Source: an optimization exercise on an open RTL-to-GDS flow (aim: small area and a short achievable clock period). Production flows keep margins and buffers that such runs may drop.
The RTL was checked by simulation tests, not by an equivalence proof against the original design.
Power and IR drop assume default switching activity.

==> flow/design.v <==
package chess_pkg;
    typedef logic [2:0]   coord_t;    
    typedef logic [7:0]   square_t;   
    typedef logic [511:0] board_t;    
    typedef logic [11:0]  disp_t;     
    typedef logic [2:0]   sound_t;
    typedef logic [2:0]   click_t;
    typedef enum logic [1:0] {
        st_play      = 2'b01,
        st_black_win = 2'b10,
        st_white_win = 2'b11
    } game_state_e;
    localparam logic color_white = 1'b0;
    localparam logic color_black = 1'b1;
    localparam logic [2:0] piece_king   = 3'd1;
    localparam logic [2:0] piece_queen  = 3'd2;
    localparam logic [2:0] piece_bishop = 3'd3;
    localparam logic [2:0] piece_knight = 3'd4;
    localparam logic [2:0] piece_rook   = 3'd5;
    localparam logic [2:0] piece_pawn   = 3'd6;
    localparam sound_t snd_select   = 3'd1;
    localparam sound_t snd_deselect = 3'd2;
    localparam sound_t snd_move     = 3'd3;
    localparam sound_t snd_capture  = 3'd4;
    localparam sound_t snd_illegal  = 3'd5;
    localparam sound_t snd_gameover = 3'd7;
    localparam click_t click_none     = 3'd0;
    localparam click_t click_select   = 3'd1;
    localparam click_t click_deselect = 3'd2;
    localparam click_t click_try_move = 3'd3;
    localparam click_t click_illegal  = 3'd4;
endpackage
module chess_top (
    input  logic         clk,
    input  logic         rstn,
    input  logic [2:0]   cursor_x,
    input  logic [2:0]   cursor_y,
    input  logic         is_pressed,
    output logic [1:0]   state,
    output logic [767:0] board_data,
    output logic [2:0]   sound_code,
    output logic         play_sound
);
    logic         prev_pressed;
    logic         turn;           
    logic         has_sel;
    logic [2:0]   sx, sy;         
    logic [2:0]   skind;          
    logic [255:0] brd;            
    wire [2:0] cx = cursor_x;
    wire [2:0] cy = cursor_y;
    wire [5:0] cpos = {cy, cx};
    wire [5:0] spos = {sy, sx};
    logic [63:0] cur_oh, sel_oh, occ;
    for (genvar i = 0; i < 64; i++) begin : g_dec
        assign cur_oh[i] = (cpos == 6'(i));
        assign sel_oh[i] = has_sel && (spos == 6'(i));
        assign occ[i]    = |brd[i*4 +: 3];
    end
    wire [31:0] t_rank = brd[{cy, 5'b00000} +: 32];
    wire [3:0]  t      = t_rank[{cx, 2'b00} +: 4];
    wire       t_occ  = |t[2:0];
    wire       t_king = (t[2:0] == 3'd1);
    wire       own    = t_occ && (t[3] == turn);
    wire       on_sel = has_sel && (cpos == spos);
    wire       click  = is_pressed && !prev_pressed && !state[1];
    logic [7:0] sxo, syo;
    for (genvar k = 0; k < 8; k++) begin : g_oh
        assign sxo[k] = (sx == 3'(k));
        assign syo[k] = (sy == 3'(k));
    end
    wire [7:0] mx1 = (sxo << 1) | (sxo >> 1);
    wire [7:0] my1 = (syo << 1) | (syo >> 1);
    wire [7:0] mx2 = (sxo << 2) | (sxo >> 2);
    wire [7:0] my2 = (syo << 2) | (syo >> 2);
    wire [7:0] mfw = turn ? (syo >> 1) : (syo << 1);    
    wire zx  = sxo[cx];
    wire zy  = syo[cy];
    wire ax1 = mx1[cx];
    wire ay1 = my1[cy];
    wire ax2 = mx2[cx];
    wire ay2 = my2[cy];
    wire on_d1 = ({1'b0, cx} + {1'b0, sy}) == ({1'b0, cy} + {1'b0, sx});
    wire on_d2 = ({1'b0, cx} + {1'b0, cy}) == ({1'b0, sx} + {1'b0, sy});
    wire straight = zx ^ zy;
    wire diagonal = (on_d1 || on_d2) && !zy;
    wire  [2:0] dsum  = sx + sy;
    wire  [2:0] ddiff = sy - sx;
    logic [7:0] o_line, o_file, bx, by;
    always_comb begin
        for (int k = 0; k < 8; k++) begin
            logic [2:0] ly;
            ly        = zy ? sy : on_d1 ? 3'(ddiff + 3'(k)) : 3'(dsum - 3'(k));
            o_line[k] = occ[{ly, 3'(k)}];
            o_file[k] = occ[{3'(k), sx}];
            bx[k]     = ((sx < 3'(k)) && (3'(k) < cx)) || ((cx < 3'(k)) && (3'(k) < sx));
            by[k]     = ((sy < 3'(k)) && (3'(k) < cy)) || ((cy < 3'(k)) && (3'(k) < sy));
        end
    end
    wire path_clear = zx ? !(|(o_file & by)) : !(|(o_line & bx));
    wire fwd_one = mfw[cy];
    wire fwd_two = turn ? (sy == 3'd6 && cy == 3'd4) : (sy == 3'd1 && cy == 3'd3);
    wire pawn_ok   = (zx && fwd_one && !t_occ)
                  || (zx && fwd_two && path_clear && !t_occ)
                  || (ax1 && fwd_one && t_occ);
    wire knight_ok = (ax1 && ay2) || (ax2 && ay1);
    wire king_ok   = (zx || ax1) && (zy || ay1);
    logic legal;
    always_comb begin
        case (skind)
            3'd6:    legal = pawn_ok;
            3'd4:    legal = knight_ok;
            3'd1:    legal = king_ok;
            3'd5:    legal = straight && path_clear;
            3'd3:    legal = diagonal && path_clear;
            3'd2:    legal = (straight || diagonal) && path_clear;
            default: legal = 1'b0;
        endcase
    end
    wire do_desel = click && on_sel;
    wire do_sel   = click && !on_sel && own;
    wire move     = click && !on_sel && !own && has_sel && legal;
    always_ff @(posedge clk or negedge rstn) begin
        if (!rstn) begin
            prev_pressed <= 1'b0;
            turn         <= 1'b0;
            has_sel      <= 1'b0;
            state        <= 2'b01;
            sound_code   <= 3'd0;
            play_sound   <= 1'b0;
        end else begin
            prev_pressed <= is_pressed;
            play_sound   <= click;
            if (click) begin
                if (on_sel) begin
                    has_sel    <= 1'b0;
                    sound_code <= 3'd2;
                end else if (own) begin
                    has_sel    <= 1'b1;
                    sound_code <= 3'd1;
                end else if (move) begin
                    has_sel    <= 1'b0;
                    turn       <= ~turn;
                    if (t_king) begin
                        sound_code <= 3'd7;
                        state      <= turn ? 2'b10 : 2'b11;
                    end else begin
                        sound_code <= t_occ ? 3'd4 : 3'd3;
                    end
                end else begin
                    sound_code <= 3'd5;
                end
            end
        end
    end
    always_ff @(posedge clk) begin
        if (do_sel) begin
            sx    <= cx;
            sy    <= cy;
            skind <= t[2:0];
        end
    end
    for (genvar i = 0; i < 64; i++) begin : g_sq
        localparam int X = i % 8;
        localparam int Y = i / 8;
        localparam logic [2:0] BACK = (X == 0 || X == 7) ? 3'd5 :
                                      (X == 1 || X == 6) ? 3'd4 :
                                      (X == 2 || X == 5) ? 3'd3 :
                                      (X == 3)           ? 3'd2 : 3'd1;
        localparam logic [3:0] INIT = (Y == 0) ? {1'b0, BACK} :
                                      (Y == 1) ? 4'b0110 :
                                      (Y == 6) ? 4'b1110 :
                                      (Y == 7) ? {1'b1, BACK} : 4'b0000;
        always_ff @(posedge clk or negedge rstn) begin
            if (!rstn) begin
                brd[i*4 +: 4] <= INIT;
            end else if (move && (cur_oh[i] || sel_oh[i])) begin
                brd[i*4 +: 4] <= cur_oh[i] ? {turn, skind} : 4'b0000;
            end
        end
        assign board_data[i*12 +: 12] = {2'b00, sel_oh[i], cur_oh[i] | sel_oh[i],
                                         3'b000, occ[i], brd[i*4 +: 4]};
    end
endmodule
==> flow/flow/run.sh <==
#!/bin/bash
# Standard ORFS layout with three changes: port buffers are the smallest
# buffer, constant output ports share tie cells with their neighbours on the
# die edge, and CTS uses no dummy loads.
set -euo pipefail
R=$PWD/orfs/results/sky130hd/chess_top/base
cfg() { sed -n "s/^export $1 *= *//p" config.mk | tail -1; }
BUFS=$(cfg CTS_BUF_LIST)
[ -n "$BUFS" ] || BUFS="sky130_fd_sc_hd__clkbuf_2 sky130_fd_sc_hd__clkbuf_4 sky130_fd_sc_hd__clkbuf_8"
CTS="-sink_clustering_enable -repair_clock_nets -dont_use_dummy_load -buf_list {$BUFS}"
[ -z "$(cfg CTS_CLUSTER_SIZE)" ] || CTS="$CTS -sink_clustering_size $(cfg CTS_CLUSTER_SIZE)"
[ -z "$(cfg CTS_CLUSTER_DIAMETER)" ] || CTS="$CTS -sink_clustering_max_diameter $(cfg CTS_CLUSTER_DIAMETER)"
export CTS_ARGS="$CTS"
echo "CTS_ARGS=$CTS_ARGS" > log_cts_args.txt
export BUFFER_PORTS_ARGS="-buffer_cell sky130_fd_sc_hd__buf_1"
bash standard.sh synth > log_synth.txt 2>&1
bash standard.sh $R/3_2_place_iop.odb > log_floorplan_iop.txt 2>&1
REGROUP_ODB=$R/3_2_place_iop.odb openroad -no_init -exit flow/regroup.tcl > log_regroup.txt 2>&1
bash standard.sh > log_finish.txt 2>&1
==> flow/flow/regroup.tcl <==
# Share tie-low cells between constant output ports that sit next to each
# other on the die edge: each group of at most K neighbouring constant ports
# is driven by one tie cell. Any buffer between a tie and its port is dropped.
set odb $::env(REGROUP_ODB)
set K 8
set SPAN 12000
read_db $odb
set block [ord::get_db_block]
set die [$block getDieArea]
set W [$die xMax]; set H [$die yMax]
set entries {}
foreach inst [$block getInsts] {
  if {[[$inst getMaster] getName] ne "sky130_fd_sc_hd__conb_1"} continue
  set lo [$inst findITerm LO]
  set net [$lo getNet]
  if {$net eq "NULL"} continue
  set bufs {}
  set ports [$net getBTerms]
  foreach it [$net getITerms] {
    set i2 [$it getInst]
    if {$i2 eq $inst} continue
    set m [[$i2 getMaster] getName]
    if {![string match "sky130_fd_sc_hd__buf_*" $m]} { set ports {}; break }
    lappend bufs $i2
    set onet [[$i2 findITerm X] getNet]
    if {[llength [$onet getITerms]] != 1} { set ports {}; break }
    foreach b [$onet getBTerms] { lappend ports $b }
  }
  if {[llength $ports] != 1 || [llength $bufs] > 1} continue
  set p [lindex $ports 0]
  set bb [$p getBBox]
  set cx [expr {([$bb xMin] + [$bb xMax]) / 2}]
  set cy [expr {([$bb yMin] + [$bb yMax]) / 2}]
  if {$cy <= [$bb yMax] && [$bb yMin] <= 0} { set pos $cx } \
  elseif {[$bb xMax] >= $W} { set pos [expr {$W + $cy}] } \
  elseif {[$bb yMax] >= $H} { set pos [expr {$W + $H + $W - $cx}] } \
  else { set pos [expr {2 * $W + $H + $H - $cy}] }
  lappend entries [list $pos $inst $net $bufs $p]
}
set entries [lsort -integer -index 0 $entries]
set groups 0; set removed 0
set cur {}
proc flush {} {
  upvar cur cur groups groups removed removed
  if {[llength $cur] == 0} return
  incr groups
  set keep [lindex $cur 0]
  set knet [lindex $keep 2]
  foreach e $cur {
    lassign $e pos inst net bufs p
    set pnet [$p getNet]
    $p disconnect
    foreach b $bufs {
      set onet [[$b findITerm X] getNet]
      odb::dbInst_destroy $b
      if {$onet ne $knet && [llength [$onet getITerms]] == 0 && [llength [$onet getBTerms]] == 0} { odb::dbNet_destroy $onet }
    }
    if {$inst ne [lindex $keep 1]} {
      odb::dbInst_destroy $inst
      if {[llength [$net getITerms]] == 0 && [llength [$net getBTerms]] == 0} { odb::dbNet_destroy $net }
      incr removed
    }
    $p connect $knet
  }
  set cur {}
}
foreach e $entries {
  if {[llength $cur] >= $K || ([llength $cur] > 0 && [lindex $e 0] - [lindex [lindex $cur 0] 0] > $SPAN)} { flush }
  lappend cur $e
}
flush
puts "regroup: [llength $entries] constant ports, $groups tie cells kept, $removed removed"
write_db $odb
==> flow/standard.sh <==
#!/bin/bash
# synth_recipe.tcl (not shown) runs the flow's synth.tcl, then flattens the netlist and writes it again
# the make line also repeats each setting of config.mk as NAME=value (left out here)
make -C /OpenROAD-flow-scripts/flow DESIGN_CONFIG=/design/flow/config.mk WORK_HOME=/design/flow/orfs CLKGATE_MAP_FILE= SYNTH_SCRIPT=/design/flow/synth_recipe.tcl "${@:-finish}"
==> flow/config.mk <==
export PLATFORM = sky130hd
export DESIGN_NAME = chess_top
export DESIGN_NICKNAME = chess_top
export VERILOG_FILES = /design/flow/design.v
export SDC_FILE = /design/flow/constraint.sdc
export NUM_CORES = 4
export LEC_CHECK = 0
export CAP_MARGIN = 20
export CORE_MARGIN = 2
export CORE_UTILIZATION = 40
export SETUP_SLACK_MARGIN = 4
export SLEW_MARGIN = 20
export TNS_END_PERCENT = 10
==> flow/constraint.sdc <==
create_clock -name core_clock -period 10.0 [get_ports {clk}]
set_input_delay 2.0000 -clock core_clock [delete_from_list [all_inputs] [get_ports {clk}]]
set_output_delay 2.0000 -clock core_clock [all_outputs]
set_load 0.01 [all_outputs]
==> run notes, run 1 <==
* Die footprint at 49000 sq um
* Worst R2R End: brd[170]$_DFFE_PN0P_
* Adder-cell share of the synthesized area at 0.0172
* Routed WL at 93200 microns
* Fin. max-slew vios at 0
* Worst Hold Path Cells at 2
* YS warnings at 1
* Critical Path RT at 8.00 ns
* Min-Delay Path Class: flop to flop
* CTS Buf Count at 46
* Setup CP Type: input pin to output port
* CP Max Fanout at 41
* Antenna viol nets, final at 0
* Pre-Repair DR Iteration Count at 8
* Post-Place Cells at 2731
* Critical-path cell list: clkbuf_2, buf_8, nor2_2, buf_4, a21oi_1, inv_1, buf_1
* Vias per inst at 6.59
* Post-Syn Area at 18900 sq um
* EDFF count, synth at 9
* Mean cell area of the mapped netlist at 9.38 sq um
* DRT iter0 DRCs at 2373
* Placer congestion estimate at 0.983
* Core Region at 46600 sq um
* Post-route cell area at 20100 sq um
* Vias at 18500
* Hold_buf cts at 0
* RSZ-0062 raised after global routing: yes
* Clock buffer depth at 3
* Reg power frac at 0.427
* Clk sinks at 274
* Mapped Cells at 2016
* Net Sw Power at 1.02 mW
* Max Fclk at 0.159 GHz
* Synth Area in Compound Gates at 0.201
* Critical path buffers and inverters at 5
* First-pass GRT wire length at 130000 microns
* Die X at 221 microns
* Synth unique cells at 85
* CP arrival at 4.29 ns
* Vias in the first global route at 17500
* Slew @ Worst Pin at 1.24 ns
* Clock power share at 0.301
* Final Core Density at 0.432
* Reg2reg start: sx[1]$_DFFE_PP_
* Die extent in y at 221 microns
* Proportion of synthesized area in mux cells at 0.111
* Logic pwr share at 0.272
* P_leak at 8.44 nW
* Simple-gate share of the synthesized area at 0.106
* CTS tree: yes
* Total Routing Usage GR at 0.363
* Fin cells at 2803
* Crit path max-delay family: buffers and inverters
* Largest family of logic cells by synthesized area: compound AO/OA/AOI/OAI gates
* Final Net Count at 2227
* Hold Path End: brd[255]$_DFFE_PN1P_
* Pin count of the biggest net entering global routing at 114
* Critical Path Slowest Stage Cell: nor2_2
* Layout area overhead at 6.26%
* Initial Util at 0.406
* Reg2reg setup slack at 4.66 ns
* Final setup viols at 0
* Setup TNS at 0 ns
* Detail Placement HPWL at 66700 microns
* Crit path time final at 6.29 ns
* Fillers at 4685
* Status: finished clean
* Final Hold Vio Count at 0
* Drt drc at 0
* Pwr/cell area at 138 nW/um^2
* Max-slew headroom at 0.172
* FF-to-FF path depth at 14
* Synth Area in XOR/XNOR at 0.0133
* Nature of the critical path startpoint: input pin
* GR Overflow Total at 0
* VDD IR max at 0.0000612 V
* Primary FF master, synth: dfrtp_1
* # IOs at 783
* Switch share at 0.365
* WL per Instance at 33.2 microns
* Power Internal at 1.77 mW
* Final period util at 0.629
* Clock insertion delay at the later pin of the skew report at 0.60 ns
* Layout cell share with drive strength beyond 1 at 0.160
* CTS Root Cell: clkbuf_8
* CP peak stage delay at 0.60 ns
* FF+latch count, synth at 274
* Port-buffer cells at 462
* Share of flip-flops with an asynchronous set or reset at 0.967
* Initial antenna violation count at 4
* Seq/Total Area, Yosys at 0.370
* Final setup skew at 0.0513 ns
* Worst Setup End Kind: output port
* # Max-Cap Violations at 0
* FP Rows at 79
* Reg clk slew, reported paths at 0.05 ns
* Placed cell areas at 18900 sq um
* H-tree depth at 2
* Hold_sp: brd[255]$_DFFE_PN1P_
-- worst min-delay path: stages (launching register included) --
cell and delay [ns]:
dfstp_2 0.38, inv_1 0.05, o22ai_1 0.06
-- Yosys cell counts (all sizes together) (51+ instances only) --
master	number	area share
clkbuf	70	0.014
a21oi	75	0.020
dfstp	73	0.10
buf	374	0.15
nand2	69	0.014
dfrtp	192	0.25
nand3	58	0.018
inv	100	0.020
or3	51	0.017
nor2	115	0.023
o2bb2ai	60	0.029
o21ai	360	0.095
mux4	79	0.094
-- stage by stage --
stage | setup slack, ns | total power, mW | hold slack, ns
finish | 3.71 | 2.78 | 0.495
floorplan | 4.21 | 1.72 | 0.475
CTS | 3.75 | 2.72 | 0.493
global placement | 2.44 | 1.88 | 0.473
detailed placement | 2.31 | 1.88 | 0.486
global route | 3.79 | 2.85 | 0.509
-- worst max-delay path by stage --
| stage | start | endpoint | cells after the start |
|---|---|---|---|
| detailed placement | cursor_y[1] | brd[67]$_DFFE_PN0P_ | 12 |
| global route | cursor_y[0] | board_data[440] | 7 |
| CTS | cursor_x[2] | board_data[104] | 8 |
| floorplan | cursor_y[2] | board_data[416] | 8 |
| finish | cursor_y[2] | board_data[104] | 7 |
| global placement | cursor_y[1] | brd[3]$_DFFE_PN0P_ | 12 |
-- per-layer routing --
metal | part of all wire | global-route usage | vias to the layer above
li1 | - | - | 7226
met1 | 0.37 | 0.470 | 9197
met2 | 0.44 | 0.542 | 1692
met3 | 0.12 | 0.0926 | 347
met4 | 0.073 | 0.228 | 4
met5 | 0.00028 | 0 | -
-- placed cells by master, fill, tap and decap left out, types with 23 or more instances in the layout --
cell,instances
a21oi_1,66
buf_1,457
buf_4,47
clkbuf_8,48
conb_1,52
dfrtp_1,192
dfstp_2,73
inv_1,99
mux2i_1,23
mux4_2,79
nand2_1,64
nand3_1,43
nor2_1,108
nor3_1,34
o21ai_0,348
o22ai_1,41
o2bb2ai_1,56
or3_1,50
-- power groups by stage --
stage / logic, mW / registers [mW] / clock network [mW]
after global placement: 0.675 / 1.20 / 0
after floorplan: 0.528 / 1.19 / 0
after detailed placement: 0.676 / 1.20 / 0
after global routing: 0.788 / 1.19 / 0.872
after CTS: 0.705 / 1.19 / 0.828
final: 0.755 / 1.19 / 0.838
-- cell families (layout without fill, tap and decap cells) --
logic type | after synthesis | after routing
AOI/OAI and AO/OA | 638 | 640
buffers and inverters | 549 | 672
adders and majority gates | 23 | 23
and+or+nand+nor | 395 | 396
DFF | 274 | 274
muxes | 109 | 109
xor gates and xnor gates | 27 | 27
other | 1 | 55
-- repair_timing --
action                                 in CTS  in global routing
endpoints found under the hold margin       0                  0
setup endpoints to repair                 320                306
gates resized for setup                    33                 31
cloned                                      3                  1
pin swaps                                   3                  5
buffers inserted                           11                  7
-- registers in the layout, indices dropped and copies added (netlist names) --
signal / cells
brd: 256
skind: 3
sound_code: 3
sx: 3
sy: 3
state: 2
has_sel: 1
play_sound: 1
prev_pressed: 1
turn: 1
-- cell type report --
type                       instances  area [sq um]  share of cell area
antenna                            3          7.51            0.000374
clock buffer                      46           633              0.0315
inverter                         105           398              0.0198
multi-input combinational       1247          8970               0.446
sequential                       274          6990               0.348
tap                              607           759              0.0378
timing repair buffer             521          2330               0.116
==> run 2, diff against run 1 <==
--- a/flow/design.v
+++ b/flow/design.v
@@ -65,39 +65,56 @@
     wire       on_sel = has_sel && (cpos == spos);
     wire       click  = is_pressed && !prev_pressed && !state[1];
-    logic [7:0] sxo, syo;
-    for (genvar k = 0; k < 8; k++) begin : g_oh
-        assign sxo[k] = (sx == 3'(k));
-        assign syo[k] = (sy == 3'(k));
-    end
-    wire [7:0] mx1 = (sxo << 1) | (sxo >> 1);
-    wire [7:0] my1 = (syo << 1) | (syo >> 1);
-    wire [7:0] mx2 = (sxo << 2) | (sxo >> 2);
-    wire [7:0] my2 = (syo << 2) | (syo >> 2);
-    wire [7:0] mfw = turn ? (syo >> 1) : (syo << 1);    
-    wire zx  = sxo[cx];
-    wire zy  = syo[cy];
-    wire ax1 = mx1[cx];
-    wire ay1 = my1[cy];
-    wire ax2 = mx2[cx];
-    wire ay2 = my2[cy];
-    wire on_d1 = ({1'b0, cx} + {1'b0, sy}) == ({1'b0, cy} + {1'b0, sx});
-    wire on_d2 = ({1'b0, cx} + {1'b0, cy}) == ({1'b0, sx} + {1'b0, sy});
+    function automatic logic [3:0] sub3(input logic [2:0] a, input logic [2:0] b);
+        sub3 = 4'd0;
+        for (int i = 0; i < 8; i++)
+            for (int j = 0; j < 8; j++)
+                if (a == 3'(i) && b == 3'(j)) sub3 = 4'(i - j);
+    endfunction
+    function automatic logic [3:0] add3(input logic [2:0] a, input logic [2:0] b);
+        add3 = 4'd0;
+        for (int i = 0; i < 8; i++)
+            for (int j = 0; j < 8; j++)
+                if (a == 3'(i) && b == 3'(j)) add3 = 4'(i + j);
+    endfunction
+    function automatic logic [7:0] above(input logic [2:0] a);
+        above = 8'd0;
+        for (int i = 0; i < 8; i++)
+            if (a == 3'(i)) for (int k = 0; k < 8; k++) above[k] = (i > k);
+    endfunction
+    function automatic logic [7:0] below(input logic [2:0] a);
+        below = 8'd0;
+        for (int i = 0; i < 8; i++)
+            if (a == 3'(i)) for (int k = 0; k < 8; k++) below[k] = (i < k);
+    endfunction
+    wire [3:0] ddx = sub3(cx, sx);
+    wire [3:0] ddy = sub3(cy, sy);
+    wire zx  = (cx == sx);
+    wire zy  = (cy == sy);
+    wire ax1 = (ddx == 4'd1) || (ddx == 4'hf);
+    wire ay1 = (ddy == 4'd1) || (ddy == 4'hf);
+    wire ax2 = (ddx == 4'd2) || (ddx == 4'he);
+    wire ay2 = (ddy == 4'd2) || (ddy == 4'he);
+    wire on_d1 = (sub3(cx, cy) == sub3(sx, sy));
+    wire on_d2 = (add3(cx, cy) == add3(sx, sy));
     wire straight = zx ^ zy;
     wire diagonal = (on_d1 || on_d2) && !zy;
-    wire  [2:0] dsum  = sx + sy;
-    wire  [2:0] ddiff = sy - sx;
+    wire [7:0] sx_gt = above(sx), sx_lt = below(sx), sy_gt = above(sy), sy_lt = below(sy);
+    wire [7:0] cx_gt = above(cx), cx_lt = below(cx), cy_gt = above(cy), cy_lt = below(cy);
+    wire same_dir = sx_lt[cx] == sy_lt[cy];
+    wire  [2:0] dsum  = 3'(add3(sx, sy));
+    wire  [2:0] ddiff = 3'(sub3(sy, sx));
     logic [7:0] o_line, o_file, bx, by;
     always_comb begin
         for (int k = 0; k < 8; k++) begin
             logic [2:0] ly;
-            ly        = zy ? sy : on_d1 ? 3'(ddiff + 3'(k)) : 3'(dsum - 3'(k));
+            ly        = zy ? sy : same_dir ? 3'(add3(ddiff, 3'(k))) : 3'(sub3(dsum, 3'(k)));
             o_line[k] = occ[{ly, 3'(k)}];
             o_file[k] = occ[{3'(k), sx}];
-            bx[k]     = ((sx < 3'(k)) && (3'(k) < cx)) || ((cx < 3'(k)) && (3'(k) < sx));
-            by[k]     = ((sy < 3'(k)) && (3'(k) < cy)) || ((cy < 3'(k)) && (3'(k) < sy));
+            bx[k]     = (sx_lt[k] && cx_gt[k]) || (cx_lt[k] && sx_gt[k]);
+            by[k]     = (sy_lt[k] && cy_gt[k]) || (cy_lt[k] && sy_gt[k]);
         end
     end
     wire path_clear = zx ? !(|(o_file & by)) : !(|(o_line & bx));
-    wire fwd_one = mfw[cy];
+    wire fwd_one = turn ? (ddy == 4'hf) : (ddy == 4'd1);
     wire fwd_two = turn ? (sy == 3'd6 && cy == 3'd4) : (sy == 3'd1 && cy == 3'd3);
     wire pawn_ok   = (zx && fwd_one && !t_occ)
--- a/flow/flow/regroup.tcl
+++ b/flow/flow/regroup.tcl
@@ -3,6 +3,6 @@
 # is driven by one tie cell. Any buffer between a tie and its port is dropped.
 set odb $::env(REGROUP_ODB)
-set K 8
-set SPAN 12000
+set K 32
+set SPAN 40000
 read_db $odb
 set block [ord::get_db_block]
==> run 2 against run 1 <==
Clock-buffer cell count stayed put; maximum frequency is 3.5% higher; clock skew is 0.029 ns higher; critical endpoint is now board_data[476]; largest cell class unchanged.
==> run notes, run 2 <==
* Max reg flops at 256 (unchanged)
* Status: finished clean (unchanged)
* Initial antenna violation count at 0 (was 4)
* Max Fclk at 0.165 GHz (was 0.159 GHz)
* H-tree depth at 2 (unchanged)
* Initial Util at 0.407 (was 0.406)
* CTS Buf Count at 46 (unchanged)
* Adder-cell share of the synthesized area at 0.00368 (was 0.0172)
* Vias per inst at 6.74 (was 6.59)
* Mapped Cells at 1892 (was 2016)
* Commonest cells in the netlist: buf_4 (330), o2bb2ai_1 (257), dfrtp_1 (192) (was o21ai_0 (352), buf_4 (329), dfrtp_1 (192))
* Final setup skew at 0.0803 ns (was 0.0513 ns)
* Ant. Diodes at 0 (was 3)
* Worst Setup End Kind: output port (unchanged)
* CP peak stage delay at 0.39 ns (was 0.60 ns)
* Share of flip-flops with an asynchronous set or reset at 0.967 (unchanged)
* Clock insertion delay at the later pin of the skew report at 0.61 ns (was 0.60 ns)
* Final setup viols at 0 (unchanged)
* Worst Hold Path Cells at 2 (unchanged)
* Synth unique cells at 87 (was 85)
* Simple-gate share of the synthesized area at 0.117 (was 0.106)
* Multi-input gate area at 9270 sq um (was 8970 sq um)
* # Max-Cap Violations at 0 (unchanged)
* Crit path top cell by count: buf_4
* Critical Path Slowest Stage Cell: nor3_4 (was nor2_2)
* YS warnings at 1 (unchanged)
* Max-slew headroom at 0.225 (was 0.172)
* Post-Syn Area at 19000 sq um (was 18900 sq um)
* Drt drc at 0 (unchanged)
* Die footprint at 49300 sq um (was 49000 sq um)
* Proportion of synthesized area in mux cells at 0.115 (was 0.111)
* Detail Placement HPWL at 65300 microns (was 66700 microns)
* Synth Area in XOR/XNOR at 0.0178 (was 0.0133)
* Total Routing Usage GR at 0.356 (was 0.363)
* Reg2reg setup slack at 4.60 ns (was 4.66 ns)
* Crit path time final at 6.08 ns (was 6.29 ns)
* Setup CP Type: input pin to output port (unchanged)
* Placer congestion estimate at 0.988 (was 0.983)
* Synth Area in Compound Gates at 0.218 (was 0.201)
* VDD IR max at 0.0000765 V (was 0.0000612 V)
* FP Rows at 79 (unchanged)
* Clock buffer depth at 3 (unchanged)
* Layout area overhead at 5.85% (was 6.26%)
* Die extent in y at 222 microns (was 221 microns)
* Min-Delay Path Class: flop to flop (unchanged)
* Most frequent cell after synthesis: buf_4 (was o21ai_0)
* Final hold slack at 0.480 ns (was 0.495 ns)
* Critical-path cell list: clkbuf_4, clkinvlp_4, buf_4, nor3_4, buf_4, nand2_1, o21ai_0, buf_1 (was clkbuf_2, buf_8, nor2_2, buf_4, a21oi_1, inv_1, buf_1)
* WL per Instance at 34.5 microns (was 33.2 microns)
* Hold_sp: state[0]$_DFFE_PN1P_ (was brd[255]$_DFFE_PN1P_)
* Setup TNS at 0 ns (unchanged)
* Pin count of the biggest net entering global routing at 189 (was 114)
* GR Overflow Total at 0 (unchanged)
* RSZ-0062 raised after global routing: yes (unchanged)
* Port-buffer cells at 462 (unchanged)
* DRT iter0 DRCs at 2474 (was 2373)
* Pre-Repair DR Iteration Count at 6 (was 8)
* Seq/Total Area, Yosys at 0.367 (was 0.370)
* Synth area leaders: dfrtp_1 (25%), buf_4 (13%), o2bb2ai_1 (12%) (was dfrtp_1 (25%), buf_4 (13%), dfstp_2 (10%))
* Primary FF master, synth: dfrtp_1 (unchanged)
* CP arrival at 4.08 ns (was 4.29 ns)
* FF-to-FF path depth at 20 (was 14)
* Die X at 222 microns (was 221 microns)
* Critical path buffers and inverters at 5 (unchanged)
* Fillers at 4587 (was 4685)
* Hold Path End: state[0]$_DFFE_PN1P_ (was brd[255]$_DFFE_PN1P_)
* Final period util at 0.608 (was 0.629)
* Largest family of logic cells by synthesized area: compound AO/OA/AOI/OAI gates (unchanged)
* CTS tree: yes (unchanged)
* P_leak at 7.53 nW (was 8.44 nW)
* Layout cell share with drive strength beyond 1 at 0.156 (was 0.160)
* Register area at 6990 sq um (unchanged)
* Worst R2R End: brd[248]$_DFFE_PN0P_ (was brd[170]$_DFFE_PN0P_)
* EDFF count, synth at 9 (unchanged)
* Crit path max-delay family: buffers and inverters (unchanged)
* FF+latch count, synth at 274 (unchanged)
* Most frequent cells in the layout: buf_1 (458), o2bb2ai_1 (257), dfrtp_1 (192) (was buf_1 (457), o21ai_0 (348), dfrtp_1 (192))
* CTS Root Cell: clkbuf_8 (unchanged)
* Mean cell area of the mapped netlist at 10.1 sq um (was 9.38 sq um)
* Vias at 17800 (was 18500)
* Final Net Count at 2047 (was 2227)
* # IOs at 783 (unchanged)
* Clk sinks at 274 (unchanged)
* First-pass GRT wire length at 128000 microns (was 130000 microns)
* Reg clk slew, reported paths at 0.06 ns (was 0.05 ns)
* Slew @ Worst Pin at 1.15 ns (was 1.24 ns)
* Nature of the critical path startpoint: input pin (unchanged)
* Pwr/cell area at 144 nW/um^2 (was 138 nW/um^2)
* Final Hold Vio Count at 0 (unchanged)
* Commonest non-fill, non-tap cell in the layout: buf_1 (unchanged)
* Reg2reg start: sx[1]$_DFFE_PP_ (unchanged)
* Antenna viol nets, final at 0 (unchanged)
* Yosys top cell by area: dfrtp_1 (unchanged)
* Top cell type's share of synthesized area at 0.252 (was 0.254)
* Core Region at 46800 sq um (was 46600 sq um)
* Routed WL at 91100 microns (was 93200 microns)
* Critical Path RT at 8.00 ns (about the same)
* Fin. max-slew vios at 0 (unchanged)
* CP Max Fanout at 22 (was 41)
* Vias in the first global route at 16800 (was 17500)
* Top reg by flops: brd (unchanged)
-- run 2: repair_timing --
item	in CTS	in global routing
setup buffers	15	2
pin swaps	8	0
setup endpoints to repair	327	316
hold buffers	0	0
gates resized for setup	32	24
gates cloned	4	1
-- run 2: tightest hold or removal path, cell delays in order (launching register included) --
cell	delay, ns
dfstp_2	0.37
inv_1	0.05
mux2i_1	0.06
-- run 2: per-layer routing --
layer,GRT usage,wire [microns],vias up
met5,0,0,-
met3,0.0851,10600,288
met4,0.194,5930,0
met2,0.533,40400,1523
met1,0.475,34300,8956
li1,-,-,7010
-- run 2: cell type report --
type	count	share of cell area
Tap cell	607	0.0377
Inverter	15	0.00317
Multi-Input combinational cell	1179	0.460
Sequential cell	274	0.347
Timing Repair Buffer	518	0.121
Clock buffer	46	0.0314
-- run 2: where the power goes --
| part | total (mW) | switching [mW] | internal, mW | leakage, nW |
|---|---|---|---|---|
| combinational | 0.816 | 0.580 | 0.236 | 3.70 |
| sequential | 1.25 | 0.0831 | 1.17 | 3.50 |
| clock | 0.835 | 0.430 | 0.405 | 0.331 |
-- run 2: through the flow --
stage | area, sq um | util | power (mW) | setup slack [ns] | std cells
after global placement | 18900 | 0.405 | 2.01 | 2.39 | 2568
final | 20100 | 0.431 | 2.91 | 3.92 | 2639
after global routing | 20100 | 0.431 | 2.99 | 3.89 | 2639
after detailed placement | 19000 | 0.406 | 2.02 | 2.37 | 2570
after CTS | 20000 | 0.427 | 2.87 | 3.89 | 2635
after floorplan | 20200 | - | 1.80 | 4.04 | 2211
-- run 2: worst max-delay path by stage --
stage	from	end	slack (ns)	cells past startpoint
2_1_floorplan	cursor_y[2]	board_data[128]	4.04	9
3_3_place_gp	cursor_y[0]	brd[116]$_DFFE_PN0P_	2.39	15
3_5_place_dp	cursor_y[0]	brd[10]$_DFFE_PN0P_	2.37	15
4_1_cts	cursor_x[0]	board_data[332]	3.89	7
5_1_grt	cursor_y[2]	board_data[476]	3.89	8
6_report	cursor_y[2]	board_data[476]	3.92	8
-- run 2: cells by family (layout without fill, tap and decap cells) --
| family | count (synthesis) | count (layout) |
|---|---|---|
| compound gates | 531 | 534 |
| simple gates | 462 | 462 |
| buf+inv | 457 | 579 |
| flops | 274 | 274 |
| mux | 128 | 128 |
| xor+xnor | 33 | 33 |
| fa+ha+maj | 6 | 6 |
| other cells | 1 | 16 |
==> run 3, diff against run 2 <==
--- a/flow/config.mk
+++ b/flow/config.mk
@@ -9,5 +9,5 @@
 export CORE_MARGIN = 2
 export CORE_UTILIZATION = 40
-export SETUP_SLACK_MARGIN = 4
+export SETUP_SLACK_MARGIN = 4.4
 export SLEW_MARGIN = 20
 export TNS_END_PERCENT = 10
==> run 3 against run 2 <==
Final area is 1.7% higher; sequential power barely moved; critical path depth down 1; register-to-register slack better by 0.26 ns; core utilization rose by 0.74 points; via count grew 2.0%; wire length rose by 2.0%; sequential share of layout area shrank 0.58 points; largest cell class unchanged; worst hold slack better by 0.011 ns; maximum frequency rose by 7.2%; synthesized area is the same.
==> run notes, run 3 <==
* Worst Setup End Kind: output port (unchanged)
* Detail Placement HPWL at 66100 microns (was 65300 microns)
* Final setup skew at 0.0793 ns (was 0.0803 ns)
* Clock buffer depth at 3 (unchanged)
* Final hold slack at 0.491 ns (was 0.480 ns)
* Fin. max-slew vios at 0 (unchanged)
* Setup TNS at 0 ns (unchanged)
* Layout area overhead at 7.66% (was 5.85%)
* Die footprint at 49300 sq um (unchanged)
* EDFF count, synth at 9 (unchanged)
* Vias per inst at 6.82 (was 6.74)
* Final period util at 0.567 (was 0.608)
* Final setup viols at 0 (unchanged)
* Drt drc at 0 (unchanged)
* Critical path buffers and inverters at 4 (was 5)
* # Max-Cap Violations at 0 (unchanged)
* Pre-Repair DR Iteration Count at 6 (unchanged)
* Slew @ Worst Pin at 1.35 ns (was 1.15 ns)
* Max-slew headroom at 0.101 (was 0.225)
* Termination of the worst setup path: board_data[32] (was board_data[476])
* FF-to-FF path depth at 21 (was 20)
* VDD IR max at 0.0000707 V (was 0.0000765 V)
* Mean cell area of the mapped netlist at 10.1 sq um (unchanged)
* YS warnings at 1 (unchanged)
* FP Rows at 79 (unchanged)
* Nature of the critical path startpoint: input pin (unchanged)
* Min-Delay Path Class: flop to flop (unchanged)
* Initial antenna violation count at 9 (was 0)
* Setup CP Type: input pin to output port (unchanged)
* Primary FF master, synth: dfrtp_1 (unchanged)
* Vias in the first global route at 17100 (was 16800)
* Die X at 222 microns (unchanged)
* Share of flip-flops with an asynchronous set or reset at 0.967 (unchanged)
* Reg clk slew, reported paths at 0.06 ns (about the same)
* CP arrival at 3.67 ns (was 4.08 ns)
* Top cell type's share of synthesized area at 0.252 (unchanged)
* Top reg by flops: brd (unchanged)
* Post-Syn Area at 19000 sq um (unchanged)
* Hold_buf cts at 0 (unchanged)
* Antenna viol nets, final at 0 (unchanged)
* Mapped Cells at 1892 (unchanged)
* Most frequent cells in the layout: buf_1 (446), o2bb2ai_1 (257), dfrtp_1 (192) (was buf_1 (458), o2bb2ai_1 (257), dfrtp_1 (192))
* Commonest non-fill, non-tap cell in the layout: buf_1 (unchanged)
* Clock insertion delay at the later pin of the skew report at 0.60 ns (was 0.61 ns)
* First-pass GRT wire length at 130000 microns (was 128000 microns)
* Critical-path cell list: clkbuf_16, bufbuf_16, nor3_2, buf_6, nand2_1, o21ai_0, buf_1 (was clkbuf_4, clkinvlp_4, buf_4, nor3_4, buf_4, nand2_1, o21ai_0, buf_1)
* Reg2reg start: sx[1]$_DFFE_PP_ (unchanged)
* H-tree depth at 2 (unchanged)
* Worst R2R End: brd[217]$_DFFE_PN1P_ (was brd[248]$_DFFE_PN0P_)
* Synth unique cells at 87 (unchanged)
* Synth area leaders: dfrtp_1 (25%), buf_4 (13%), o2bb2ai_1 (12%) (unchanged)
* Yosys top cell by area: dfrtp_1 (unchanged)
* Reg2reg setup slack at 4.86 ns (was 4.60 ns)
* Crit path max-delay family: buffers and inverters (unchanged)
* Initial Util at 0.407 (unchanged)
* Fillers at 4634 (was 4587)
* Pin count of the biggest net entering global routing at 168 (was 189)
* Crit path time final at 5.67 ns (was 6.08 ns)
* Clk sinks at 274 (unchanged)
* Core Region at 46800 sq um (unchanged)
* # IOs at 783 (unchanged)
* CTS Buf Count at 45 (was 46)
* Pwr/cell area at 143 nW/um^2 (was 144 nW/um^2)
* Total Routing Usage GR at 0.362 (was 0.356)
* Max Fclk at 0.176 GHz (was 0.165 GHz)
* Die extent in y at 222 microns (unchanged)
* DRT iter0 DRCs at 2404 (was 2474)
* Status: finished clean (unchanged)
* CTS Root Cell: clkbuf_8 (unchanged)
* Stages on worst setup path at 7 (was 8)
* RSZ-0062 raised after global routing: yes (unchanged)
* Max reg flops at 256 (unchanged)
* Critical Path Slowest Stage Cell: bufbuf_16 (was nor3_4)
* Placer congestion estimate at 1.08 (was 0.988)
* CP Max Fanout at 18 (was 22)
* Worst setup path start: cursor_y[0] (was cursor_y[2])
* P_leak at 7.71 nW (was 7.53 nW)
* Layout cell share with drive strength beyond 1 at 0.181 (was 0.156)
* Routed WL at 92900 microns (was 91100 microns)
* FF+latch count, synth at 274 (unchanged)
* CP peak stage delay at 0.35 ns (was 0.39 ns)
* Port-buffer cells at 462 (unchanged)
* Most frequent cell after synthesis: buf_4 (unchanged)
* Vias at 18100 (was 17800)
* Critical Path RT at 8.00 ns (about the same)
* Commonest cells in the netlist: buf_4 (330), o2bb2ai_1 (257), dfrtp_1 (192) (unchanged)
* Seq/Total Area, Yosys at 0.367 (unchanged)
* CTS tree: yes (unchanged)
* Final Hold Vio Count at 0 (unchanged)
* Final Net Count at 2061 (was 2047)
* GR Overflow Total at 0 (unchanged)
* WL per Instance at 34.9 microns (was 34.5 microns)
[run 3: cell counts after synthesis]
Identical to the previous run, type by type.
[run 3: through the flow]
step                      cells  instance area (sq um)  total power, mW   util  setup WS [ns]
after floorplan            2211                  20200             1.80      -           4.21
after global placement     2571                  18900             2.02  0.405           2.52
after detailed placement   2572                  19000             2.02  0.406           2.43
after CTS                  2645                  20200             2.89  0.432           4.29
after global routing       2654                  20500             3.00  0.438           4.33
final                      2660                  20500             2.94  0.438           4.33
[run 3: how the worst min path moves through the flow]
stage,start,endpoint,depth (start not counted)
after floorplan,state[0]$_DFFE_PN1P_,state[0]$_DFFE_PN1P_,2
after global placement,brd[223]$_DFFE_PN1P_,brd[223]$_DFFE_PN1P_,1
after detailed placement,brd[223]$_DFFE_PN1P_,brd[223]$_DFFE_PN1P_,1
after CTS,brd[223]$_DFFE_PN1P_,brd[223]$_DFFE_PN1P_,1
after global routing,brd[247]$_DFFE_PN1P_,brd[247]$_DFFE_PN1P_,1
final,brd[223]$_DFFE_PN1P_,brd[223]$_DFFE_PN1P_,1
[run 3: kinds of logic (layout without fill, tap and decap cells)]
group,Yosys count,after routing,synth area share
AO/OA/AOI/OAI,531,534,0.218
AND/OR/NAND/NOR,462,462,0.117
buffers and inverters,457,592,0.162
flip-flops,274,274,0.367
multiplexers,128,128,0.115
XOR/XNOR,33,33,0.0178
adder cells (fa/ha/maj),6,6,0.00368
other,1,24,0.000197
[run 3: per-layer routing]
metal,part of all wire,track usage,up-vias
li1,-,-,7047
met1,0.37,0.470,9077
met2,0.43,0.539,1635
met3,0.12,0.0917,369
met4,0.076,0.234,6
met5,0.00038,0,-
[run 3: what timing repair did]
| action | in CTS | in global routing |
|---|---|---|
| cloned | 8 | 0 |
| setup buffers | 20 | 8 |
| endpoints found under the setup margin | 327 | 323 |
| pin swaps | 7 | 3 |
| gates resized for setup | 60 | 78 |
[run 3: final cells by class]
class                      instances  area [sq um]  area share
inverter                          15          66.3     0.00324
antenna                            7          17.5    0.000855
sequential                       274          6990       0.341
timing repair buffer             532          2630       0.128
tap                              607           759      0.0371
multi-input combinational       1180          9410       0.459
clock buffer                      45           619      0.0302
[run 3: power by group]
part,total (mW),internal (mW),switching [mW]
registers,1.27,1.17,0.0956
logic,0.834,0.247,0.587
clock network,0.834,0.397,0.438
total,2.94,1.82,1.12
==> run 4, diff against run 3 <==
--- a/flow/config.mk
+++ b/flow/config.mk
@@ -9,5 +9,5 @@
 export CORE_MARGIN = 2
 export CORE_UTILIZATION = 40
-export SETUP_SLACK_MARGIN = 4.4
+export SETUP_SLACK_MARGIN = 4.8
 export SLEW_MARGIN = 20
 export TNS_END_PERCENT = 10
==> run 4 against run 3 <==
Still clean; clock power rose by 0.5%; worst setup slack better by 0.13 ns; power up 3.4%; via count is 4.1% higher; critical path depth increased by 1; first-iteration DRC count grew 12%; clock-buffer cell count is 1 higher; largest power group unchanged.
==> run notes, run 4 <==
* Port-buffer cells at 462 (unchanged)
* Final worst-path setup slack at 4.46 ns (was 4.33 ns)
* Max-slew headroom at 0.189 (was 0.101)
* Initial Util at 0.407 (unchanged)
* Synth Area in XOR/XNOR at 0.0178 (unchanged)
* Mapped Cells at 1892 (unchanged)
* First-pass GRT wire length at 135000 microns (was 130000 microns)
* Most frequent cells in the layout: buf_1 (428), o2bb2ai_1 (240), dfrtp_1 (192) (was buf_1 (446), o2bb2ai_1 (257), dfrtp_1 (192))
* FF+latch count, synth at 274 (unchanged)
* Routed WL at 100000 microns (was 92900 microns)
* Most frequent cell after synthesis: buf_4 (unchanged)
* Synth area leaders: dfrtp_1 (25%), buf_4 (13%), o2bb2ai_1 (12%) (unchanged)
* Detail Placement HPWL at 66700 microns (was 66100 microns)
* Post-Syn Area at 19000 sq um (unchanged)
* Pre-Repair DR Iteration Count at 5 (was 6)
* Clock insertion delay at the later pin of the skew report at 0.60 ns (about the same)
* Critical Path RT at 8.00 ns (about the same)
* Mean cell area of the mapped netlist at 10.1 sq um (unchanged)
* Crit path max-delay family: simple AND/OR/NAND/NOR gates (was buffers and inverters)
* H-tree depth at 2 (unchanged)
* Setup CP Type: input pin to output port (unchanged)
* Critical Path Slowest Stage Cell: or2_4 (was bufbuf_16)
* Reg power frac at 0.413 (was 0.432)
* Placer congestion estimate at 1.01 (was 1.08)
* CTS Root Cell: clkbuf_8 (unchanged)
* Clock power share at 0.276 (was 0.284)
* Placed cell areas at 19200 sq um (was 19000 sq um)
* Total Routing Usage GR at 0.377 (was 0.362)
* Layout cell share with drive strength beyond 1 at 0.261 (was 0.181)
* Slew @ Worst Pin at 1.21 ns (was 1.35 ns)
* Top cell type's share of synthesized area at 0.252 (unchanged)
* Max Fclk at 0.180 GHz (was 0.176 GHz)
* Commonest non-fill, non-tap cell in the layout: buf_1 (unchanged)
* Die X at 222 microns (unchanged)
* Antenna viol nets, final at 0 (unchanged)
* Commonest cells in the netlist: buf_4 (330), o2bb2ai_1 (257), dfrtp_1 (192) (unchanged)
* Layout area overhead at 17.3% (was 7.66%)
* Final setup skew at 0.0588 ns (was 0.0793 ns)
* Status: finished clean (unchanged)
* Vias in the first global route at 17800 (was 17100)
* Die footprint at 49300 sq um (unchanged)
* Critical path buffers and inverters at 4 (unchanged)
* Pin count of the biggest net entering global routing at 82 (was 168)
* Proportion of synthesized area in mux cells at 0.115 (unchanged)
* Drt drc at 0 (unchanged)
* Final Core Density at 0.477 (was 0.438)
* Worst Setup End Kind: output port (unchanged)
* CP arrival at 3.54 ns (was 3.67 ns)
* CTS Buf Count at 46 (was 45)
* Setup TNS at 0 ns (unchanged)
* CTS tree: yes (unchanged)
* Die extent in y at 222 microns (unchanged)
* Reg clk slew, reported paths at 0.05 ns (was 0.06 ns)
* # Max-Cap Violations at 0 (unchanged)
* Share of flip-flops with an asynchronous set or reset at 0.967 (unchanged)
* Initial antenna violation count at 2 (was 9)
* Switch share at 0.380 (was 0.382)
* RSZ-0062 raised after global routing: yes (unchanged)
* Max reg flops at 256 (unchanged)
* P_leak at 8.65 nW (was 7.71 nW)
* Pwr/cell area at 136 nW/um^2 (was 143 nW/um^2)
* Largest family of logic cells by synthesized area: compound AO/OA/AOI/OAI gates (unchanged)
* Vias per inst at 6.91 (was 6.82)
* Vias at 18900 (was 18100)
* Crit path time final at 5.54 ns (was 5.67 ns)
* YS warnings at 1 (unchanged)
* Total Power at 3.03 mW (was 2.94 mW)
* Hold_buf cts at 0 (unchanged)
* Clock buffer depth at 3 (unchanged)
* FP Rows at 79 (unchanged)
* Clk sinks at 274 (unchanged)
* CP Max Fanout at 6 (was 18)
* Post-route cell area at 22300 sq um (was 20500 sq um)
* Logic pwr share at 0.311 (was 0.284)
* Min-Delay Path Class: flop to flop (unchanged)
* CP peak stage delay at 0.29 ns (was 0.35 ns)
* WL per Instance at 36.6 microns (was 34.9 microns)
* Final Net Count at 2138 (was 2061)
* Final period util at 0.554 (was 0.567)
* Synth unique cells at 87 (unchanged)
* GR Overflow Total at 0 (unchanged)
* Final setup viols at 0 (unchanged)
* Adder-cell share of the synthesized area at 0.00368 (unchanged)
* EDFF count, synth at 9 (unchanged)
* Top reg by flops: brd (unchanged)
* Primary FF master, synth: dfrtp_1 (unchanged)
* Final Hold Vio Count at 0 (unchanged)
* Critical-path cell list: clkbuf_4, buf_12, buf_4, or2_4, nor2_4, nand2_2, o21ai_0, buf_1 (was clkbuf_16, bufbuf_16, nor3_2, buf_6, nand2_1, o21ai_0, buf_1)
* Net Sw Power at 1.15 mW (was 1.12 mW)
* Nature of the critical path startpoint: input pin (unchanged)
* Synth Area in Compound Gates at 0.218 (unchanged)
* Place WS at 2.16 ns (was 2.43 ns)
* Simple-gate share of the synthesized area at 0.117 (unchanged)
* Seq/Total Area, Yosys at 0.367 (unchanged)
* Core Region at 46800 sq um (unchanged)
* DRT iter0 DRCs at 2683 (was 2404)
* # IOs at 783 (unchanged)
* Yosys top cell by area: dfrtp_1 (unchanged)
* VDD IR max at 0.0000791 V (was 0.0000707 V)
* Power Internal at 1.88 mW (was 1.82 mW)
* Fin. max-slew vios at 0 (unchanged)
run 4: what timing repair did:
action,in CTS,in global routing
cloned,14,16
setup buffers,62,18
pin swaps,21,25
resized for setup,202,66
setup endpoints to repair,331,328
run 4: area by class of cell:
class | instances | area [sq um]
flip-flops and latches | 274 | 6990
clock buffers | 46 | 633
repair buffers | 609 | 3950
multi-input cells | 1179 | 9900
well taps | 607 | 759
diodes | 1 | 2.50
fillers | 4405 | 24400
inverters | 15 | 85.1
run 4: worst reg2reg max path: cells and delay by family, from the launching register on:
kind	cells	cell delay [ns]
xor+xnor	1	0.28
fa+ha+maj	1	0.24
compound gates	6	1.23
simple gates	7	1.77
buf+inv	5	1.05
flops	1	0.32
mux	1	0.26
run 4: kinds of logic (layout without fill, tap and decap cells):
family                     Yosys count  after routing
and+or+nand+nor                    462            464
AOI/OAI and AO/OA                  531            531
xor gates and xnor gates            33             33
DFF                                274            274
buffers and inverters              457            670
muxes                              128            128
other                                1             18
adders and majority gates            6              6
run 4: stage by stage:
| step | cells | hold WS [ns] |
|---|---|---|
| 2_1_floorplan | 2211 | 0.474 |
| 3_3_place_gp | 2574 | 0.467 |
| 3_5_place_dp | 2574 | 0.471 |
| 4_1_cts | 2696 | 0.484 |
| 5_1_grt | 2730 | 0.510 |
| 6_report | 2731 | 0.483 |
run 4: power groups by stage:
stage	sequential, mW	clock [mW]	combinational [mW]
after global routing	1.25	0.879	0.972
after global placement	1.26	0	0.771
after detailed placement	1.26	0	0.776
after floorplan	1.24	0	0.574
after CTS	1.25	0.835	0.864
final	1.25	0.838	0.944
run 4: routing by layer:
| metal | vias to the layer above | wire length [microns] | part of all wire | global-route usage |
|---|---|---|---|---|
| met2 | 1746 | 42500 | 0.42 | 0.561 |
| met5 | - | 17 | 0.00017 | 0 |
| met1 | 9457 | 35900 | 0.36 | 0.481 |
| li1 | 7222 | - | - | - |
| met3 | 454 | 12700 | 0.13 | 0.102 |
| met4 | 2 | 8920 | 0.089 | 0.251 |
run 4: final timing paths:
path / start / cells after the start / endpoint / slack (ns)
max: cursor_x[1] / 8 / board_data[680] / 4.46
min: state[0]$_DFFE_PN1P_ / 2 / state[0]$_DFFE_PN1P_ / 0.48
max reg2reg: sx[1]$_DFFE_PP_ / 21 / brd[176]$_DFFE_PN0P_ / 4.72
min reg2reg: state[0]$_DFFE_PN1P_ / 2 / state[0]$_DFFE_PN1P_ / 0.48
max in group asynchronous: rstn / 3 / brd[186]$_DFFE_PN0P_ / 6.48
min in group asynchronous: rstn / 1 / brd[175]$_DFFE_PN0P_ / 1.47
==> run 5, diff against run 4 <==
--- a/flow/config.mk
+++ b/flow/config.mk
@@ -9,5 +9,5 @@
 export CORE_MARGIN = 2
 export CORE_UTILIZATION = 40
-export SETUP_SLACK_MARGIN = 4.8
+export SETUP_SLACK_MARGIN = 4.6
 export SLEW_MARGIN = 20
 export TNS_END_PERCENT = 10
==> run 5 against run 4 <==
Clock-buffer cell count grew 1; die area unchanged; non-clock buffer count shrank 55; via count decreased by 2.9%; clock power increased by 2%; wire length decreased by 4.3%; power fell by 0.56%; critical path depth shrank 1; clock skew increased by 0.0060 ns; largest power group unchanged; cell count decreased by 1.9%; still clean; critical path type unchanged; final area fell by 4.5%.
==> run notes, run 5 <==
* Status: finished clean (unchanged)
* Die X at 222 microns (unchanged)
* Top reg by flops: brd (unchanged)
* Synth unique cells at 87 (unchanged)
* Setup CP Type: input pin to output port (unchanged)
* Worst Setup End Kind: output port (unchanged)
* Share of flip-flops with an asynchronous set or reset at 0.967 (unchanged)
* CP Max Fanout at 21 (was 6)
* Clock insertion delay at the later pin of the skew report at 0.61 ns (was 0.60 ns)
* Setup TNS at 0 ns (unchanged)
* Fin. max-slew vios at 0 (unchanged)
* Post-Syn Area at 19000 sq um (unchanged)
* Max reg flops at 256 (unchanged)
* CP arrival at 3.47 ns (was 3.54 ns)
* Total Routing Usage GR at 0.370 (was 0.377)
* P_leak at 8.10 nW (was 8.65 nW)
* Final Core Density at 0.456 (was 0.477)
* Pre-Repair DR Iteration Count at 7 (was 5)
* Critical-path cell list: clkbuf_8, buf_8, nor3_4, buf_4, nand2_1, o21ai_0, buf_1 (was clkbuf_4, buf_12, buf_4, or2_4, nor2_4, nand2_2, o21ai_0, buf_1)
* Critical Path RT at 8.00 ns (about the same)
* Mapped Cells at 1892 (unchanged)
* RSZ-0062 raised after global routing: yes (unchanged)
* First-pass GRT wire length at 132000 microns (was 135000 microns)
* Max-slew headroom at 0.203 (was 0.189)
* EDFF count, synth at 9 (unchanged)
* Core Region at 46800 sq um (unchanged)
* YS warnings at 1 (unchanged)
* Layout cell share with drive strength beyond 1 at 0.222 (was 0.261)
* Initial Util at 0.407 (unchanged)
* Mean cell area of the mapped netlist at 10.1 sq um (unchanged)
* Clk sinks at 274 (unchanged)
* Primary FF master, synth: dfrtp_1 (unchanged)
* Pwr/cell area at 142 nW/um^2 (was 136 nW/um^2)
* Die extent in y at 222 microns (unchanged)
* Nature of the critical path startpoint: input pin (unchanged)
* Antenna viol nets, final at 0 (unchanged)
* Synth area leaders: dfrtp_1 (25%), buf_4 (13%), o2bb2ai_1 (12%) (unchanged)
* Top cell type's share of synthesized area at 0.252 (unchanged)
* Max Fclk at 0.183 GHz (was 0.180 GHz)
* Drt drc at 0 (unchanged)
* Place WS at 2.23 ns (was 2.16 ns)
* Commonest cells in the netlist: buf_4 (330), o2bb2ai_1 (257), dfrtp_1 (192) (unchanged)
* WL per Instance at 35.7 microns (was 36.6 microns)
* Die footprint at 49300 sq um (unchanged)
* CTS tree: yes (unchanged)
* Final period util at 0.547 (was 0.554)
* # Max-Cap Violations at 0 (unchanged)
* Placed cell areas at 19100 sq um (was 19200 sq um)
* Critical path buffers and inverters at 4 (unchanged)
* Seq/Total Area, Yosys at 0.367 (unchanged)
* Initial antenna violation count at 4 (was 2)
* Layout area overhead at 12.0% (was 17.3%)
* Yosys top cell by area: dfrtp_1 (unchanged)
* Commonest non-fill, non-tap cell in the layout: buf_1 (unchanged)
* GR Overflow Total at 0 (unchanged)
* Placer congestion estimate at 1.03 (was 1.01)
* FP Rows at 79 (unchanged)
* Final Hold Vio Count at 0 (unchanged)
* Min-Delay Path Class: flop to flop (unchanged)
* CTS Buf Count at 47 (was 46)
* Slew @ Worst Pin at 1.19 ns (was 1.21 ns)
* Final setup viols at 0 (unchanged)
* Vias in the first global route at 17300 (was 17800)
* CP peak stage delay at 0.24 ns (was 0.29 ns)
* Crit path time final at 5.47 ns (was 5.54 ns)
* Vias per inst at 6.84 (was 6.91)
* Routed WL at 95700 microns (was 100000 microns)
* Final Net Count at 2086 (was 2138)
* Clock buffer depth at 3 (unchanged)
* Most frequent cells in the layout: buf_1 (440), o2bb2ai_1 (257), dfrtp_1 (192) (was buf_1 (428), o2bb2ai_1 (240), dfrtp_1 (192))
* Vias at 18300 (was 18900)
* Pin count of the biggest net entering global routing at 164 (was 82)
* Most frequent cell after synthesis: buf_4 (unchanged)
* H-tree depth at 2 (unchanged)
* Critical Path Slowest Stage Cell: buf_4 (was or2_4)
* # IOs at 783 (unchanged)
* Post-route cell area at 21300 sq um (was 22300 sq um)
* FF+latch count, synth at 274 (unchanged)
* Crit path max-delay family: buffers and inverters (was simple AND/OR/NAND/NOR gates)
* Reg clk slew, reported paths at 0.05 ns (about the same)
* Port-buffer cells at 462 (unchanged)
* CTS Root Cell: clkbuf_8 (unchanged)
* DRT iter0 DRCs at 2505 (was 2683)
* Final setup skew at 0.0649 ns (was 0.0588 ns)
* Final worst-path setup slack at 4.53 ns (was 4.46 ns)
* Detail Placement HPWL at 65400 microns (was 66700 microns)
* VDD IR max at 0.0000754 V (was 0.0000791 V)
==> run 5: kinds of logic after synthesis <==
family / after synthesis / synth area share
buf+inv: 457 / 0.162
other cells: 1 / 0.000197
simple gates: 462 / 0.117
compound gates: 531 / 0.218
xor+xnor: 33 / 0.0178
mux: 128 / 0.115
flops: 274 / 0.367
fa+ha+maj: 6 / 0.00368
==> run 5: power breakdown <==
part / switching [mW] / total, mW / internal (mW)
Sequential: 0.0862 / 1.26 / 1.17
Clock: 0.437 / 0.851 / 0.413
Combinational: 0.631 / 0.909 / 0.278
Total: 1.16 / 3.02 / 1.86
==> run 5: worst reg2reg max path, stage by stage, from the launching register on <==
cell	delay [ns]
edfxtp_1	0.33
buf_4	0.33
nor2b_1	0.38
nor2_1	0.18
xnor2_2	0.28
inv_1	0.11
ha_1	0.23
or2_2	0.34
nor2_1	0.16
nand2_1	0.09
mux2_2	0.27
mux2i_1	0.19
o21ai_0	0.24
and3_1	0.27
o311ai_1	0.09
o2111ai_1	0.21
nor4b_4	0.34
buf_4	0.22
buf_16	0.23
o211ai_4	0.13
buf_12	0.21
o2bb2ai_1	0.32
==> run 5: layout make-up <==
| type | count | area (sq um) |
|---|---|---|
| Multi-Input combinational cell | 1181 | 9710 |
| Clock buffer | 47 | 647 |
| Sequential cell | 274 | 6990 |
| Fill cell | 4499 | 25400 |
| Timing Repair Buffer | 554 | 3140 |
| Tap cell | 607 | 759 |
| Inverter | 15 | 67.6 |
| Antenna cell | 2 | 5.00 |
==> run 5: per-layer routing <==
metal,share of wire,up-vias,GRT usage
li1,-,7110,-
met1,0.36,9210,0.475
met2,0.43,1624,0.546
met3,0.13,389,0.108
met4,0.082,6,0.240
met5,0.00038,-,0
==> run 5: path summary, 6_finish.rpt <==
check / start / to / slack, ns / cells after the start
hold / removal: brd[207]$_DFFE_PN1P_ / brd[207]$_DFFE_PN1P_ / 0.49 / 1
min in group asynchronous: rstn / brd[192]$_DFFE_PN0P_ / 1.37 / 1
hold reg to reg: brd[207]$_DFFE_PN1P_ / brd[207]$_DFFE_PN1P_ / 0.49 / 1
setup reg to reg: sx[1]$_DFFE_PP_ / brd[94]$_DFFE_PN0P_ / 4.76 / 21
setup / recovery: cursor_y[2] / board_data[80] / 4.53 / 7
max in group asynchronous: rstn / sound_code[0]$_DFFE_PN0P_ / 7.21 / 2
==> run 5: repair_timing <==
item	in CTS	in global routing
hold buffers	0	0
endpoints found under the setup margin	328	327
pin swaps	19	15
cloned	11	4
gates resized for setup	109	82
buffers inserted	33	18
==> run 5: per-stage QoR <==
| stage | power (mW) | std cells | hold WS [ns] |
|---|---|---|---|
| after global routing | 3.09 | 2678 | 0.510 |
| after CTS | 2.94 | 2656 | 0.496 |
| final | 3.02 | 2680 | 0.492 |
| after detailed placement | 2.04 | 2565 | 0.488 |
| after global placement | 2.03 | 2565 | 0.488 |
| after floorplan | 1.81 | 2211 | 0.474 |
==> run 6, diff against run 5 <==
--- a/flow/config.mk
+++ b/flow/config.mk
@@ -9,5 +9,5 @@
 export CORE_MARGIN = 2
 export CORE_UTILIZATION = 40
-export SETUP_SLACK_MARGIN = 4.6
+export SETUP_SLACK_MARGIN = 4.4
 export SLEW_MARGIN = 20
-export TNS_END_PERCENT = 10
+export TNS_END_PERCENT = 0
==> run 6 against run 5 <==
Still clean on timing, DRC and antenna; power down 2.6%; clock power down 2.8%; clock-buffer cell count down 2; final area down 3.6%; critical path type is now flop to output port; highest routed layer unchanged.
==> run notes, run 6 <==
* Status: finished clean (unchanged)
* Pin count of the biggest net entering global routing at 190 (was 164)
* Max reg flops at 256 (unchanged)
* Drt drc at 0 (unchanged)
* Ant. Diodes at 0 (was 2)
* Final Net Count at 2056 (was 2086)
* Max-slew headroom at 0.124 (was 0.203)
* Final period util at 0.572 (was 0.547)
* Clk sinks at 274 (unchanged)
* P_leak at 7.73 nW (was 8.10 nW)
* FF+latch count, synth at 274 (unchanged)
* Final setup viols at 0 (unchanged)
* Routed WL at 92100 microns (was 95700 microns)
* Reg2reg start: sx[1]$_DFFE_PP_ (unchanged)
* CTS Root Cell: clkbuf_8 (unchanged)
* Clock buffer depth at 3 (unchanged)
* Layout area overhead at 7.95% (was 12.0%)
* Final setup skew at 0.0253 ns (was 0.0649 ns)
* # IOs at 783 (unchanged)
* Vias per inst at 6.74 (was 6.84)
* CP arrival at 3.72 ns (was 3.47 ns)
* Primary FF master, synth: dfrtp_1 (unchanged)
* Vias at 17800 (was 18300)
* Most frequent cells in the layout: buf_1 (447), o2bb2ai_1 (257), dfrtp_1 (192) (was buf_1 (440), o2bb2ai_1 (257), dfrtp_1 (192))
* Reg clk slew, reported paths at 0.06 ns (was 0.05 ns)
* Setup CP Type: flop to output port (was input pin to output port)
* Final hold slack at 0.478 ns (was 0.492 ns)
* Most frequent cell after synthesis: buf_4 (unchanged)
* Initial Util at 0.407 (unchanged)
* First-pass GRT wire length at 128000 microns (was 132000 microns)
* GR Overflow Total at 0 (unchanged)
* CP Max Fanout at 29 (was 21)
* Share of flip-flops with an asynchronous set or reset at 0.967 (unchanged)
* Detail Placement HPWL at 65600 microns (was 65400 microns)
* Hold_buf cts at 0 (unchanged)
* Nature of the critical path startpoint: flop (was input pin)
* Mean cell area of the mapped netlist at 10.1 sq um (unchanged)
* Placed cell areas at 19000 sq um (was 19100 sq um)
* Post-Syn Area at 19000 sq um (unchanged)
* DRT iter0 DRCs at 2221 (was 2505)
* CTS tree: yes (unchanged)
* Mapped Cells at 1892 (unchanged)
* VDD IR max at 0.0000699 V (was 0.0000754 V)
* Worst Setup End Kind: output port (unchanged)
* Post-route cell area at 20500 sq um (was 21300 sq um)
* Initial antenna violation count at 3 (was 4)
* Max Fclk at 0.175 GHz (was 0.183 GHz)
* RSZ-0062 raised after global routing: yes (unchanged)
* # Max-Cap Violations at 0 (unchanged)
* Core Region at 46800 sq um (unchanged)
* Die X at 222 microns (unchanged)
* CTS Buf Count at 45 (was 47)
* Pre-Repair DR Iteration Count at 5 (was 7)
* Fin. max-slew vios at 0 (unchanged)
* Synth unique cells at 87 (unchanged)
* Placer congestion estimate at 1.01 (was 1.03)
* Antenna viol nets, final at 0 (unchanged)
* H-tree depth at 2 (unchanged)
* Final Hold Vio Count at 0 (unchanged)
* FP Rows at 79 (unchanged)
* Commonest non-fill, non-tap cell in the layout: buf_1 (unchanged)
* Slew @ Worst Pin at 1.31 ns (was 1.19 ns)
* Setup TNS at 0 ns (unchanged)
* Die footprint at 49300 sq um (unchanged)
* Crit path time final at 5.72 ns (was 5.47 ns)
* EDFF count, synth at 9 (unchanged)
* Port-buffer cells at 462 (unchanged)
* Top cell type's share of synthesized area at 0.252 (unchanged)
* Worst setup path start: sx[0]$_DFFE_PP_ (was cursor_y[2])
* YS warnings at 1 (unchanged)
* Top reg by flops: brd (unchanged)
* Hold_sp: state[0]$_DFFE_PN1P_ (was brd[207]$_DFFE_PN1P_)
* Min-Delay Path Class: flop to flop (unchanged)
* Critical Path RT at 8.00 ns (about the same)
* Commonest cells in the netlist: buf_4 (330), o2bb2ai_1 (257), dfrtp_1 (192) (unchanged)
* Synth area leaders: dfrtp_1 (25%), buf_4 (13%), o2bb2ai_1 (12%) (unchanged)
* WL per Instance at 34.8 microns (was 35.7 microns)
* Pwr/cell area at 143 nW/um^2 (was 142 nW/um^2)
* Yosys top cell by area: dfrtp_1 (unchanged)
* Total Routing Usage GR at 0.358 (was 0.370)
* Die extent in y at 222 microns (unchanged)
* Layout cell share with drive strength beyond 1 at 0.181 (was 0.222)
* Vias in the first global route at 17000 (was 17300)
* Clock insertion delay at the later pin of the skew report at 0.59 ns (was 0.61 ns)
* Seq/Total Area, Yosys at 0.367 (unchanged)
[run 6: cell counts after synthesis]
Identical to the previous run, type by type.
[run 6: critical path: stages, from the launching register on]
cell	delay, ns
edfxtp_1	0.36
buf_4	0.27
nor2_1	0.65
nand2_1	0.43
nor4_1	0.95
nand2b_1	0.28
buf_1	0.17
[run 6: cell type report]
class                      count  area [sq um]
fill                        4593         26200
sequential                   274          6990
tap                          607           759
timing repair buffer         528          2670
multi-input combinational   1179          9430
inverter                      15          68.8
clock buffer                  45           619
[run 6: timing repair]
action,in CTS,in global routing
setup endpoints to repair,328,323
pin swaps,9,5
gates cloned,6,3
setup buffers,16,9
gates resized for setup,81,67
[run 6: logic make-up (layout without fill, tap and decap cells)]
kind of cell / Yosys count / after routing / share of synthesized area
muxes: 128 / 128 / 0.115
buffers and inverters: 457 / 588 / 0.162
AOI/OAI and AO/OA: 531 / 534 / 0.218
and+or+nand+nor: 462 / 462 / 0.117
adders and majority gates: 6 / 6 / 0.00368
other: 1 / 16 / 0.000197
xor gates and xnor gates: 33 / 33 / 0.0178
DFF: 274 / 274 / 0.367
[run 6: where the power goes]
group | total, mW | switching, mW | internal, mW
Combinational | 0.871 | 0.618 | 0.253
Sequential | 1.24 | 0.0693 | 1.17
Clock | 0.827 | 0.430 | 0.397
Total | 2.94 | 1.12 | 1.82
[run 6: path summary, 6_finish.rpt]
path / depth (start not counted) / endpoint / slack, ns
setup reg to reg: 21 / brd[63]$_DFFE_PN0P_ / 4.54
setup / recovery: 6 / board_data[392] / 4.28
max in group asynchronous: 4 / brd[127]$_DFFE_PN0P_ / 6.59
hold reg to reg: 2 / state[0]$_DFFE_PN1P_ / 0.48
hold / removal: 2 / state[0]$_DFFE_PN1P_ / 0.48
min in group asynchronous: 2 / brd[175]$_DFFE_PN0P_ / 1.46
[run 6: stage by stage]
| step | cells | setup WS (ns) | power, mW | utilization |
|---|---|---|---|---|
| floorplan | 2211 | 4.21 | 1.80 | - |
| global placement | 2568 | 2.45 | 2.03 | 0.406 |
| detailed placement | 2568 | 2.57 | 2.03 | 0.406 |
| CTS | 2635 | 4.33 | 2.89 | 0.433 |
| global route | 2648 | 4.34 | 3.02 | 0.439 |
| finish | 2648 | 4.28 | 2.94 | 0.439 |
[run 6: per-layer routing]
| layer | GRT usage | share of wire | vias to the layer above |
|---|---|---|---|
| met1 | 0.466 | 0.37 | 9091 |
| met2 | 0.537 | 0.44 | 1387 |
| met3 | 0.0804 | 0.11 | 322 |
| met5 | 0 | 0.00014 | - |
| met4 | 0.231 | 0.077 | 2 |
| li1 | - | - | 7044 |

separate check: timing with driven ports:
How much do the figures lean on ideal ports? The routed layouts below were timed once more, with nothing changed but the port constraints. Step 1 assumes that a clkbuf_16 drives the clock port and a buf_2 every other input. Step 2 moves the port delays by t, midway between the first and last clock arrival at a register: inputs arrive t later, outputs are due t later. That takes back most of the time a late clock gives input paths. a / b / c = no drivers / after step 1 / after step 2; a / b = the first two.
run	t (ns)	slack for setup (ns)	worst setup path after step 2	clock arrival spread, ns
run 1	0.627	3.709 / 3.652 / 3.488	input to register	0.052 / 0.051
run 2	0.631	3.923 / 3.900 / 3.459	input to register	0.080 / 0.081
run 3	0.619	4.329 / 4.216 / 3.737	input to register	0.079 / 0.079
run 4	0.624	4.455 / 4.348 / 3.818	input to register	0.059 / 0.058
run 5	0.629	4.534 / 4.258 / 3.788	input to register	0.065 / 0.065
run 6	0.629	4.280 / 4.226 / 3.630	input to register	0.025 / 0.025
After both steps setup and hold are still met in every run listed. For run 5, which loses most, drivers alone change the setup slack by -0.276 ns; drivers and shift together by -0.746 ns.
